This design comes from an exercise in tuning for small area and few clock cycles on the open sky130 flow, not from production work. In this exercise RTL edits were held to simulation tests only and were not proved equivalent to the original. No activity file was given, so power comes from the tool's default toggle rates.

<file path="design.v">
`default_nettype none
package sat_pkg;
    localparam int LIT_W   = 8;
    localparam int VAR_W   = LIT_W - 1;
    localparam int VAR_MAX = 128;
    localparam int CLA_LEN = 4;
    typedef logic signed [LIT_W-1:0] lit_t;
    typedef lit_t [CLA_LEN-1:0] cla_t;
    typedef enum logic [1:0] {
        UNDEFINED = 2'd0,
        TRUE      = 2'd1,
        FALSE     = 2'd2
    } lit_state_t;
    typedef lit_state_t [CLA_LEN-1:0] state_vec_t;
    typedef enum logic [1:0] {
        CMD_ASSIGN = 2'd0,
        CMD_CLEAR  = 2'd1,
        CMD_EVAL   = 2'd2
    } cmd_op_t;
    typedef struct packed {
        cmd_op_t op;
        lit_t    lit;
        cla_t    cla;
    } bcp_cmd_t;
    typedef enum logic [1:0] {
        SAT        = 2'd0,
        CONFLICT   = 2'd1,
        UNIT       = 2'd2,
        UNRESOLVED = 2'd3
    } cla_status_t;
    typedef struct packed {
        cla_status_t status;
        lit_t        lit;
    } bcp_result_t;
    function automatic logic [VAR_W-1:0] lit_var(input logic [LIT_W-1:0] lit);
        logic [LIT_W-1:0] mag;
        mag = lit[LIT_W-1] ? (~lit + 1'b1) : lit;
        lit_var = mag[VAR_W-1:0];
    endfunction
endpackage
`default_nettype wire
`default_nettype none
module cmd_rx (
    input  wire logic               clk,
    input  wire logic               rst_n,
    input  wire logic               cmd_req,
    input  wire sat_pkg::bcp_cmd_t  cmd,
    output logic                    cmd_ack,
    output logic                    in_valid,
    input  wire logic               in_ready,
    output sat_pkg::bcp_cmd_t       in_cmd
);
    logic req_meta;
    logic req_sync;
    logic capture;
    always_ff @(posedge clk) begin
        if (rst_n) begin
            req_meta <= 1'b0;
            req_sync <= 1'b0;
        end else begin
            req_meta <= cmd_req;
            req_sync <= req_meta;
        end
    end
    assign capture = req_sync && !cmd_ack && !in_valid;
    always_ff @(posedge clk) begin
        if (rst_n) begin
            cmd_ack  <= 1'b0;
            in_valid <= 1'b0;
        end else if (capture) begin
            cmd_ack  <= 1'b1;
            in_valid <= 1'b1;
        end else begin
            if (!req_sync) begin
                cmd_ack <= 1'b0;
            end
            if (in_valid && in_ready) begin
                in_valid <= 1'b0;
            end
        end
    end
    always_ff @(posedge clk) begin
        if (capture) begin
            in_cmd <= cmd;
        end
    end
endmodule
`default_nettype wire
`default_nettype none
module bcp_dispatch #(
    parameter int NUM_ENGINE = 2
) (
    input  wire logic                   clk,
    input  wire logic                   rst_n,
    input  wire logic                   in_valid,
    output logic                        in_ready,
    input  wire sat_pkg::bcp_cmd_t      in_cmd,
    output logic                        wr_en,
    output sat_pkg::lit_t               wr_lit,
    output logic                        clr,
    output logic [NUM_ENGINE-1:0]       issue_valid,
    output logic [31:0]                 issue_cla,
    input  wire logic [NUM_ENGINE-1:0]  busy
);
    localparam int PTR_W = (NUM_ENGINE > 1) ? $clog2(NUM_ENGINE) : 1;
    logic [PTR_W-1:0] ptr;
    logic             is_eval;
    logic             issue_ok;
    assign is_eval  = (in_cmd.op == sat_pkg::CMD_EVAL);
    assign in_ready = !is_eval || !busy[ptr];
    assign issue_ok = in_valid && is_eval && !busy[ptr];
    assign wr_en  = in_valid && (in_cmd.op == sat_pkg::CMD_ASSIGN);
    assign wr_lit = in_cmd.lit;
    assign clr    = in_valid && (in_cmd.op == sat_pkg::CMD_CLEAR);
    assign issue_cla = in_cmd.cla;
    always_comb begin
        issue_valid = '0;
        if (issue_ok) begin
            issue_valid[ptr] = 1'b1;
        end
    end
    always_ff @(posedge clk) begin
        if (rst_n) begin
            ptr <= '0;
        end else if (issue_ok) begin
            if (ptr == PTR_W'(NUM_ENGINE - 1)) begin
                ptr <= '0;
            end else begin
                ptr <= ptr + PTR_W'(1);
            end
        end
    end
endmodule
`default_nettype wire
`default_nettype none
module gst #(
    parameter int NUM_ENGINE = 2
) (
    input  wire logic                                   clk,
    input  wire logic                                   rst_n,
    input  wire logic                                   wr_en,
    input  wire sat_pkg::lit_t                          wr_lit,
    input  wire logic                                   clr,
    input  wire logic [NUM_ENGINE*32-1:0]               look_cla,
    output logic [NUM_ENGINE*8-1:0]                     look_state
);
    sat_pkg::lit_state_t           tbl [sat_pkg::VAR_MAX];
    logic [sat_pkg::VAR_W-1:0]     wr_var;
    assign wr_var = sat_pkg::lit_var(wr_lit);
    always_ff @(posedge clk) begin
        if (rst_n) begin
            for (int v = 0; v < sat_pkg::VAR_MAX; v++) begin
                tbl[v] <= sat_pkg::UNDEFINED;
            end
        end else if (clr) begin
            for (int v = 0; v < sat_pkg::VAR_MAX; v++) begin
                tbl[v] <= sat_pkg::UNDEFINED;
            end
        end else if (wr_en) begin
            if (wr_lit[sat_pkg::LIT_W-1]) begin
                tbl[wr_var] <= sat_pkg::FALSE;
            end else begin
                tbl[wr_var] <= sat_pkg::TRUE;
            end
        end
    end
    always_comb begin
        sat_pkg::lit_t       lit;
        sat_pkg::lit_state_t st;
        for (int e = 0; e < NUM_ENGINE; e++) begin
            for (int i = 0; i < sat_pkg::CLA_LEN; i++) begin
                lit = look_cla[e*32 + i*8 +: 8];
                st  = tbl[sat_pkg::lit_var(lit)];
                if (lit == '0) begin
                    look_state[e*8 + i*2 +: 2] = sat_pkg::FALSE;
                end else if (st == sat_pkg::UNDEFINED || !lit[sat_pkg::LIT_W-1]) begin
                    look_state[e*8 + i*2 +: 2] = st;
                end else if (st == sat_pkg::TRUE) begin
                    look_state[e*8 + i*2 +: 2] = sat_pkg::FALSE;
                end else begin
                    look_state[e*8 + i*2 +: 2] = sat_pkg::TRUE;
                end
            end
        end
    end
endmodule
`default_nettype wire
`default_nettype none
module bcp_engine (
    input  wire logic                   clk,
    input  wire logic                   rst_n,
    input  wire logic                   issue,
    input  wire logic [31:0]            cla,
    output logic [31:0]                 look_cla,
    input  wire logic [7:0]             look_state,
    output logic                        busy,
    output logic                        done,
    input  wire logic                   take,
    output sat_pkg::bcp_result_t        result
);
    localparam int CNT_W = $clog2(sat_pkg::CLA_LEN + 1);
    logic [31:0]          cla_r;
    logic [7:0]           st_r;
    logic                 pend;
    sat_pkg::bcp_result_t verdict;
    assign look_cla = cla;
    always_ff @(posedge clk) begin
        if (rst_n) begin
            busy <= 1'b0;
            done <= 1'b0;
            pend <= 1'b0;
        end else begin
            if (issue) begin
                busy <= 1'b1;
                pend <= 1'b1;
            end
            if (pend) begin
                pend <= 1'b0;
                done <= 1'b1;
            end
            if (take) begin
                done <= 1'b0;
                busy <= 1'b0;
            end
        end
    end
    always_ff @(posedge clk) begin
        if (issue) begin
            cla_r <= cla;
            st_r  <= look_state;
        end
        if (pend) begin
            result <= verdict;
        end
    end
    always_comb begin
        logic              any_true;
        logic [CNT_W-1:0]  n_undef;
        sat_pkg::lit_t     unit_lit;
        any_true = 1'b0;
        n_undef  = '0;
        unit_lit = '0;
        for (int i = 0; i < sat_pkg::CLA_LEN; i++) begin
            if (st_r[i*2 +: 2] == sat_pkg::TRUE) begin
                any_true = 1'b1;
            end else if (st_r[i*2 +: 2] == sat_pkg::UNDEFINED) begin
                n_undef  = n_undef + CNT_W'(1);
                unit_lit = cla_r[i*8 +: 8];
            end
        end
        verdict.lit = '0;
        if (any_true) begin
            verdict.status = sat_pkg::SAT;
        end else if (n_undef == '0) begin
            verdict.status = sat_pkg::CONFLICT;
        end else if (n_undef == CNT_W'(1)) begin
            verdict.status = sat_pkg::UNIT;
            verdict.lit    = unit_lit;
        end else begin
            verdict.status = sat_pkg::UNRESOLVED;
        end
    end
endmodule
`default_nettype wire
`default_nettype none
module result_tx #(
    parameter int NUM_ENGINE = 2
) (
    input  wire logic                                       clk,
    input  wire logic                                       rst_n,
    input  wire logic [NUM_ENGINE-1:0]                      done,
    input  wire logic [NUM_ENGINE*10-1:0]                   result,
    output logic [NUM_ENGINE-1:0]                           take,
    output logic                                            res_req,
    output sat_pkg::bcp_result_t                            res,
    input  wire logic                                       res_ack
);
    localparam int PTR_W = (NUM_ENGINE > 1) ? $clog2(NUM_ENGINE) : 1;
    typedef enum logic [1:0] {
        TX_IDLE = 2'd0,
        TX_REQ  = 2'd1,
        TX_DROP = 2'd2
    } tx_state_t;
    tx_state_t        state;
    logic [PTR_W-1:0] ptr;
    logic             ack_meta;
    logic             ack_sync;
    logic             grab;
    always_ff @(posedge clk) begin
        if (rst_n) begin
            ack_meta <= 1'b0;
            ack_sync <= 1'b0;
        end else begin
            ack_meta <= res_ack;
            ack_sync <= ack_meta;
        end
    end
    assign grab = (state == TX_IDLE) && done[ptr];
    always_comb begin
        take = '0;
        if (grab) begin
            take[ptr] = 1'b1;
        end
    end
    always_ff @(posedge clk) begin
        if (rst_n) begin
            state   <= TX_IDLE;
            res_req <= 1'b0;
            ptr     <= '0;
        end else begin
            case (state)
                TX_IDLE: begin
                    if (grab) begin
                        res_req <= 1'b1;
                        state   <= TX_REQ;
                    end
                end
                TX_REQ: begin
                    if (ack_sync) begin
                        res_req <= 1'b0;
                        state   <= TX_DROP;
                    end
                end
                TX_DROP: begin
                    if (!ack_sync) begin
                        state <= TX_IDLE;
                        if (ptr == PTR_W'(NUM_ENGINE - 1)) begin
                            ptr <= '0;
                        end else begin
                            ptr <= ptr + PTR_W'(1);
                        end
                    end
                end
                default: begin
                    state   <= TX_IDLE;
                    res_req <= 1'b0;
                end
            endcase
        end
    end
    always_ff @(posedge clk) begin
        if (grab) begin
            res <= result[ptr*10 +: 10];
        end
    end
endmodule
`default_nettype wire
`default_nettype none
module sat_bcp_top #(
    parameter int NUM_ENGINE = 2
) (
    input  wire logic        clk,
    input  wire logic        rst_n,
    input  wire logic        cmd_req,
    input  wire logic [41:0] cmd,
    output logic             cmd_ack,
    output logic             res_req,
    output logic [9:0]       res,
    input  wire logic        res_ack
);
    sat_pkg::bcp_cmd_t    cmd_s;
    sat_pkg::bcp_result_t res_s;
    assign cmd_s = cmd;
    assign res   = res_s;
    logic                                   in_valid;
    logic                                   in_ready;
    sat_pkg::bcp_cmd_t                      in_cmd;
    logic                                   wr_en;
    sat_pkg::lit_t                          wr_lit;
    logic                                   clr;
    logic [NUM_ENGINE-1:0]                  issue_valid;
    logic [31:0]                            issue_cla;
    logic [NUM_ENGINE-1:0]                  busy;
    logic [NUM_ENGINE*32-1:0]               look_cla;
    logic [NUM_ENGINE*8-1:0]                look_state;
    logic [NUM_ENGINE-1:0]                  done;
    logic [NUM_ENGINE-1:0]                  take;
    logic [NUM_ENGINE*10-1:0]               result;
    cmd_rx u_cmd_rx (
        .clk      (clk),
        .rst_n    (rst_n),
        .cmd_req  (cmd_req),
        .cmd      (cmd_s),
        .cmd_ack  (cmd_ack),
        .in_valid (in_valid),
        .in_ready (in_ready),
        .in_cmd   (in_cmd)
    );
    bcp_dispatch #(.NUM_ENGINE(NUM_ENGINE)) u_dispatch (
        .clk         (clk),
        .rst_n       (rst_n),
        .in_valid    (in_valid),
        .in_ready    (in_ready),
        .in_cmd      (in_cmd),
        .wr_en       (wr_en),
        .wr_lit      (wr_lit),
        .clr         (clr),
        .issue_valid (issue_valid),
        .issue_cla   (issue_cla),
        .busy        (busy)
    );
    gst #(.NUM_ENGINE(NUM_ENGINE)) u_gst (
        .clk        (clk),
        .rst_n      (rst_n),
        .wr_en      (wr_en),
        .wr_lit     (wr_lit),
        .clr        (clr),
        .look_cla   (look_cla),
        .look_state (look_state)
    );
    for (genvar k = 0; k < NUM_ENGINE; k++) begin : g_engine
        bcp_engine u_engine (
            .clk        (clk),
            .rst_n      (rst_n),
            .issue      (issue_valid[k]),
            .cla        (issue_cla),
            .look_cla   (look_cla[k*32 +: 32]),
            .look_state (look_state[k*8 +: 8]),
            .busy       (busy[k]),
            .done       (done[k]),
            .take       (take[k]),
            .result     (result[k*10 +: 10])
        );
    end
    result_tx #(.NUM_ENGINE(NUM_ENGINE)) u_result_tx (
        .clk     (clk),
        .rst_n   (rst_n),
        .done    (done),
        .result  (result),
        .take    (take),
        .res_req (res_req),
        .res     (res_s),
        .res_ack (res_ack)
    );
endmodule
`default_nettype wire
</file>
<file path="run.sh">
#!/bin/bash
# synth_recipe.tcl (not shown) runs the flow's synth.tcl, then flattens the netlist and writes it again
# the make line also repeats each setting of config.mk as NAME=value (left out here)
make -C /OpenROAD-flow-scripts/flow DESIGN_CONFIG=/design/flow/config.mk WORK_HOME=/design/flow/orfs CLKGATE_MAP_FILE= SYNTH_SCRIPT=/design/flow/synth_recipe.tcl finish
</file>
<file path="config.mk">
export PLATFORM = sky130hd
export DESIGN_NAME = sat_bcp_top
export DESIGN_NICKNAME = sat_bcp_top
export VERILOG_FILES = /design/flow/design.v
export SDC_FILE = /design/flow/constraint.sdc
export NUM_CORES = 4
export LEC_CHECK = 0
export CAP_MARGIN = 20
export CORE_MARGIN = 2
export CORE_UTILIZATION = 40
export SLEW_MARGIN = 20
</file>
<file path="constraint.sdc">
create_clock -name core_clock -period 5.0 [get_ports {clk}]
set_input_delay 1.0000 -clock core_clock [delete_from_list [all_inputs] [get_ports {clk}]]
set_output_delay 1.0000 -clock core_clock [all_outputs]
set_load 0.01 [all_outputs]
</file>
==> flow_summary.json <==
{
  "grt_pass1_wl_um": 121000,
  "fin_crit_sh_pct": 85.7,
  "rsz0062_at_grt": "no",
  "grt_pass1_vias": 18375,
  "wl_per_cell_um": 28.9,
  "grt_use_total_pct": 24.2,
  "firstDrtPassIters": 6,
  "cts_num_sinks": 425,
  "finalSetupTns_ns": 0,
  "holdWs_ns": 0.441,
  "drt_iter0_drc": 2538,
  "min_from": "u_cmd_rx.req_meta$_SDFF_PP0_",
  "holdBufCountCts": 0,
  "die_w_um": 258,
  "drive_above_1_share_pct": 23.4,
  "num_vias": 18840,
  "tightest_slew_ns": 1.02,
  "postRouteWirelength_um": 81000,
  "worstSkewPairLatency_ns": 0.61,
  "path_clk_slew_ns": 0.06,
  "clockBufferDepth": 3,
  "avgViaCountPerCell": 6.73,
  "place_congestion": 1.03,
  "maxCapViolations": 0,
  "min_to": "u_cmd_rx.req_sync$_SDFF_PP0_",
  "rows": 93,
  "yosysTopAreaCellShare_pct": 47.4,
  "instances_no_fill": 2799,
  "numCtsBuffers": 48,
  "yosys.cell_types.count": 76,
  "min_path_type": "flip-flop to flip-flop",
  "p_per_area_nw_per_um2": 305,
  "clock_skew_ns": 0.0301,
  "finalSetupViolCount": 0,
  "cp_slowest_stage_delay_ns": 0.62,
  "drv_slew": 0,
  "avgSynthCellArea_um2": 13.4,
  "synth-edff-count": 408,
  "post-cts-setup-buffers": 0,
  "tritoncts": "done",
  "slew_headroom_pct": 31.7,
  "final_common_cell": "edfxtp_1",
  "fp.dieH_um": 258,
  "netlist_area_um2": 25800,
  "dp_hpwl_um": 54400,
  "root_buffer": "clkbuf_16",
  "coreArea_um2": 64100,
  "syn2layout_area_growth_pct": 12.1,
  "die_area_um2": 66600,
  "mostFrequentLayoutCells": "edfxtp_1, nor3_1, mux4_2, o21ai_0, nand2_1",
  "yosysSeqAreaShare_pct": 48.7,
  "synthCells": 1928,
  "drc": 0,
  "leakagePower_nw": 9.16,
  "grt_antenna_before_repair": 0,
  "critPathKind": "flip-flop to flip-flop",
  "synth_nets": 1984,
  "p_total_mw": 8.85,
  "crit_required_ns": 5.29,
  "ir_drop_uv": 212,
  "ys.flop_type": "edfxtp_1",
  "worstReg2RegEnd": "g_engine[0].u_engine.st_r[1]$_DFFE_PP_",
  "async_flop_share_pct": 0,
  "ctsResizeCount": 0,
  "cts-htree-levels": 2,
  "dp_cells": 2709,
  "antenna_left": 0,
  "cp.arrival_ns": 4.58,
  "r2r_slack_ns": 0.72,
  "io_pins": 58,
  "start_kind": "flip-flop",
  "n_antenna_cell": 0,
  "final_util_pct": 45.2,
  "ys_warn_count": 5,
  "status": "complete, no violations",
  "grt_max_degree": 129,
  "nNetsFinal": 1960,
  "netlist.top_cell.by_area": "edfxtp_1",
  "hold_depth": 1,
  "r2r_cells": 12,
  "overflow": 0,
  "synth_area_leaders": "edfxtp_1, mux4_2, nor3_1",
  "synth.ff_latch_count": 425,
  "cp_slowest_cell": "nor3b_1",
  "finalHoldViolCount": 0,
  "max_freq_mhz": 233,
  "path_cells": "buf_4 -> o31ai_2 -> xor2_2 -> buf_4 -> and2_1 -> a22oi_1 -> a21oi_1 -> o21ai_0 -> nand3_1 -> nor3b_1 -> a31o_1 -> a21oi_1",
  "portBuffers": 57,
  "timing.rr.start": "u_cmd_rx.in_cmd[0]$_DFFE_PP_",
  "initial_core_util_pct": 40.3,
  "end_kind": "flip-flop",
  "finalCriticalPeriod_ns": 4.28,
  "path_max_fanout": 12
}
[state kept, by name (all words and copies together) (netlist names)]
signal / cells
g_engine.u_engine.busy: 2
u_result_tx.res_req: 1
u_result_tx.res: 10
g_engine.u_engine.done: 2
u_cmd_rx.in_cmd: 42
u_result_tx.ack_meta: 1
u_result_tx.ack_sync: 1
u_cmd_rx.req_meta: 1
u_cmd_rx.cmd_ack: 1
g_engine.u_engine.cla_r: 64
g_engine.u_engine.pend: 2
g_engine.u_engine.result: 20
g_engine.u_engine.st_r: 16
u_dispatch.ptr: 1
u_cmd_rx.in_valid: 1
u_result_tx.ptr: 1
u_cmd_rx.req_sync: 1
u_result_tx.state: 2
u_gst.tbl: 256
[routing by layer]
metal / up-vias / GRT usage (%) / share of wire [%] / wire (um)
li1: 7797 / - / - / -
met1: 9504 / 32.0 / 37 / 30200
met2: 1299 / 38.4 / 47 / 38200
met3: 240 / 5.11 / 10 / 8490
met4: 0 / 11.4 / 5.1 / 4120
met5: - / 0.285 / 0 / 0
[worst max-delay path by stage]
stage,startpoint,endpoint,cells after the start
after global placement,u_cmd_rx.in_cmd[16]$_DFFE_PP_,g_engine[0].u_engine.st_r[5]$_DFFE_PP_,12
after CTS,u_cmd_rx.in_cmd[16]$_DFFE_PP_,g_engine[0].u_engine.st_r[5]$_DFFE_PP_,10
after floorplan,u_cmd_rx.cmd_ack$_SDFFE_PP0P_,u_cmd_rx.in_cmd[0]$_DFFE_PP_,1
final,u_cmd_rx.in_cmd[0]$_DFFE_PP_,g_engine[0].u_engine.st_r[1]$_DFFE_PP_,12
after detailed placement,u_cmd_rx.in_cmd[16]$_DFFE_PP_,g_engine[1].u_engine.st_r[5]$_DFFE_PP_,10
after global routing,u_cmd_rx.in_cmd[16]$_DFFE_PP_,g_engine[0].u_engine.st_r[5]$_DFFE_PP_,10
[final cells by class]
cell class / instances / area [um^2]
fill: 5665 / 35200
sequential: 425 / 12600
multi-input combinational: 1282 / 12300
timing repair buffer: 126 / 1270
clock buffer: 56 / 1250
tap: 855 / 1070
clock inverter: 34 / 389
inverter: 21 / 78.8
[per-stage QoR]
| step | area (um^2) | setup slack, ns |
|---|---|---|
| global placement | 27300 | 0.835 |
| global route | 29000 | 0.656 |
| floorplan | 25800 | 0.990 |
| finish | 29000 | 0.717 |
| CTS | 29000 | 0.927 |
| detailed placement | 27300 | 0.942 |
[worst max-delay path: cells and delay by family, from the launching register on]
kind / cells / cell delay (ns)
AOI/OAI and AO/OA: 6 / 1.32
xor gates and xnor gates: 1 / 0.54
buffers and inverters: 2 / 0.49
DFF: 1 / 0.42
and+or+nand+nor: 3 / 1.21
[report_power, final]
| group | leakage [nW] | internal (mW) | switching (mW) |
|---|---|---|---|
| clock | 0.799 | 2.21 | 1.50 |
| combinational | 4.20 | 0.476 | 0.553 |
| sequential | 4.16 | 3.99 | 0.117 |
| total | 9.16 | 6.68 | 2.17 |
[cells in the mapped netlist (4+ instances only)]
library cell and count:
xnor2_2 6, a211oi_1 13, a32oi_1 17, nor2_1 63, a32o_1 7, nor2b_1 11
nand2_1 116, xor2_1 19, buf_6 18, buf_4 13, clkinv_1 4, mux2i_1 57
and2_1 9, edfxtp_1 408, o31ai_1 8, inv_1 17, o21ai_0 143, mux2_2 21
nand3_1 14, o21a_1 5, a21oi_1 38, o21ai_1 6, nand4_1 4, nand2b_1 13
ha_1 10, nor3_1 302, mux4_1 10, a221oi_1 21, buf_2 32, xnor2_1 12
nor3b_1 5, nor4_1 5, a31oi_1 10, dfxtp_1 17, a22oi_1 17, o22ai_1 7
clkbuf_1 135, mux4_2 251, nand3b_1 6
[logic make-up (layout without fill, tap and decap cells)]
| family | Yosys count | count (layout) | share of synthesized area, % |
|---|---|---|---|
| adders and majority gates | 10 | 10 | 0.484 |
| xor gates and xnor gates | 40 | 40 | 1.75 |
| AOI/OAI and AO/OA | 316 | 316 | 7.75 |
| DFF | 425 | 425 | 48.7 |
| buffers and inverters | 221 | 237 | 4.12 |
| muxes | 343 | 343 | 26.3 |
| and+or+nand+nor | 573 | 573 | 10.8 |
Testbench counts, summed over its fixed seeds: cycles 99,279.

==> what the ideal ports hide <==
How much do the figures lean on ideal ports? The routed layout below was timed once more, with nothing changed but the port constraints.
Step 1: set_driving_cell puts a clkbuf_16 on clk and a buf_2 on each other input, an assumption about the parent block.
Step 2 times the ports against the registers' clock, not the clock port: input delays grow and output delays shrink by t, the midpoint of the rising clock arrivals with the driver on.
Slacks: no drivers / after step 1 / after step 2; pairs: no drivers / after step 1.
t, ns: 0.661
slack for setup (ns): 0.717 / 0.717 / 0.717
worst setup path at the end: register to register
worst slew at a driven data input, ns: 0.07
cell pins on the clock port's net: 1
After both steps setup and hold are still met in this run. For this run, drivers alone change the setup slack by 0.000 ns; drivers and shift together by 0.000 ns.
